This is an optimization exercise on Yosys and OpenROAD, whose aim is small area and a short achievable clock period, not a production implementation.
At most, simulation tests tie the RTL to the original design; equivalence was not proved.

Design ray_issue_arbiter, start of the top module:
module ray_issue_arbiter #(
  parameter int unsigned H_DISP      = 1280,
  parameter int unsigned V_DISP      = 720,
  parameter int unsigned W           = 16,
  parameter int unsigned CNT_W       = 5,
  parameter int unsigned ADDR_W      = 20,
  parameter int unsigned SCALE_SHIFT = 7,
  parameter int unsigned INFL_W      = 12
) (
  input  logic                clk,
  input  logic                rst,
  input  logic                frame_start,
  output logic                frame_busy,
  output logic                frame_done,
  input  logic [3*W-1:0]      cam_pos,
  input  logic [3*W-1:0]      vp_origin,
  input  logic [3*W-1:0]      vp_u,
  input  logic [3*W-1:0]      vp_v,
  input  logic                rec_valid,
  output logic                rec_ready,
  input  logic [3*W-1:0]      rec_pos,
  input  logic [3*W-1:0]      rec_slope,
  input  logic [CNT_W-1:0]    rec_cnt,
  input  logic [ADDR_W-1:0]   rec_addr,
  input  logic                retire,
  output logic                out_valid,
  input  logic                out_ready,
  output logic [3*W-1:0]      out_pos,
  output logic [3*W-1:0]      out_slope,
  output logic [CNT_W-1:0]    out_cnt,
  output logic [ADDR_W-1:0]   out_addr
);
Size: roughly 450 flip-flops, about 440 I/O pins.
==> flow/config.mk <==
export PLATFORM = sky130hd
export DESIGN_NAME = ray_issue_arbiter
export DESIGN_NICKNAME = ray_issue_arbiter
export VERILOG_FILES = /design/flow/design.v
export SDC_FILE = /design/flow/constraint.sdc
export NUM_CORES = 4
export LEC_CHECK = 0
export CAP_MARGIN = 20
export CORE_MARGIN = 2
export CORE_UTILIZATION = 55
export CTS_BUF_LIST = sky130_fd_sc_hd__clkbuf_4
export SETUP_SLACK_MARGIN = 5
export SLEW_MARGIN = 20
export SYNTH_HIERARCHICAL = 1
export SYNTH_MINIMUM_KEEP_SIZE = 0
==> flow/constraint.sdc <==
create_clock -name core_clock -period 10.0 [get_ports {clk}]
set_input_delay 2.0000 -clock core_clock [delete_from_list [all_inputs] [get_ports {clk}]]
set_output_delay 2.0000 -clock core_clock [all_outputs]
set_load 0.01 [all_outputs]
standard.sh (not shown) runs the stock make flow with config.mk's settings and CLKGATE_MAP_FILE= SYNTH_SCRIPT=/design/flow/synth_recipe.tcl, a recipe that flattens the netlist after the stock synthesis.
==> flow/flow/run.sh <==
#!/bin/bash
set -euo pipefail
bash standard.sh BUFFER_PORTS_ARGS="-buffer_cell sky130_fd_sc_hd__buf_1" SETUP_SLACK_MARGIN=5.6 CTS_ARGS="-sink_clustering_enable -repair_clock_nets -buf_list sky130_fd_sc_hd__clkbuf_4 -dont_use_dummy_load -sink_clustering_size 10 -sink_clustering_max_diameter 35" finish > flow_make.log 2>&1
Next try:
--- a/flow/design.v
+++ b/flow/design.v
@@ -43,21 +43,20 @@
   state_t              state_q, state_d;
   logic                done_c;
   logic [2:0]          xb_q;      
   logic [ADDR_W-1:0]   pix_addr_q;
   logic [INFL_W-1:0]   inflight_q;
   logic                infl_full_q, infl_zero_q;    
   logic [VW-1:0]       cam_q;
   logic                first_q, rs_q;    
-  logic                out_vn_q;          
   logic                load_c, issue_c, start_c, row_end_c, last_px_c, retire_eff_c;
   logic [VW-1:0]       new_slope_c;
-  assign load_c       = out_vn_q || out_ready;
-  assign rec_ready    = !out_valid || out_ready;
+  assign load_c       = !out_valid || out_ready;
+  assign rec_ready    = load_c;
   assign start_c      = (state_q == IDLE) && frame_start;
   assign issue_c      = load_c && !rec_valid && (state_q == SCAN) && !infl_full_q;
   assign row_end_c    = (&pix_addr_q[7:0]) && (xb_q == 3'd4);
   assign last_px_c    = (pix_addr_q == ADDR_W'(LAST_ADDR));
   assign retire_eff_c = retire && !infl_zero_q;
   for (genvar c = 0; c < 3; c++) begin : g_axis
     logic [W-1:0]  u_q, v_q;
     logic [AW-1:0] acc_q, row_q, op_a, op_b, sum;
@@ -286,20 +285,16 @@
           infl_full_q <= 1'b0;
           infl_zero_q <= (inflight_q == INFL_W'(1));
         end
         default: ;
       endcase
     end
   end
   always_ff @(posedge clk or negedge rst) begin
-    if (!rst)        out_vn_q <= 1'b1;
-    else if (load_c) out_vn_q <= !(rec_valid || issue_c);
-  end
-  always_ff @(posedge clk or negedge rst) begin
     if (!rst) begin
       out_valid <= 1'b0;
       out_pos   <= '0;
       out_slope <= '0;
       out_cnt   <= '0;
       out_addr  <= '0;
     end else if (load_c) begin
       if (rec_valid) begin
Result:
- The new run produced a clean layout
- sequential share of layout area is lower by 0.52 points
- first-iteration DRC count is higher by a little under a tenth
- final area is higher slightly
- register-to-register slack gains 60 ps
- die area is higher slightly
The RTL of the second run of this note was laid out without a check of its function.

[separate check: timing with driven ports]
Ports are ideal in the flow. The routed layouts listed here were re-timed in OpenROAD.
Step 1 sets driving cells, clkbuf_16 on the clock port and buf_2 on the other inputs (assumed; they add their load-dependent delay and slew).
Step 2 adds t to the input delays and takes it off the output delays; t is the mean of the earliest and latest rising clock arrival at the registers after step 1. Input paths then give back, and output paths get back, about the clock's delay inside the block.
Slacks: ideal ports / drivers / drivers and shift; pairs: ideal ports / drivers.
run | t (ns) | slack for setup (ns) | worst register clock-pin slew, ns
the first run | 0.876 | 5.627 / 5.564 / 4.833 | 0.11 / 0.11
the second run | 0.903 | 5.449 / 5.401 / 4.750 | 0.12 / 0.12
After both steps setup and hold are still met in every run listed. For the first run, which loses most, drivers alone change the setup slack by -0.063 ns; drivers and shift together by -0.794 ns.
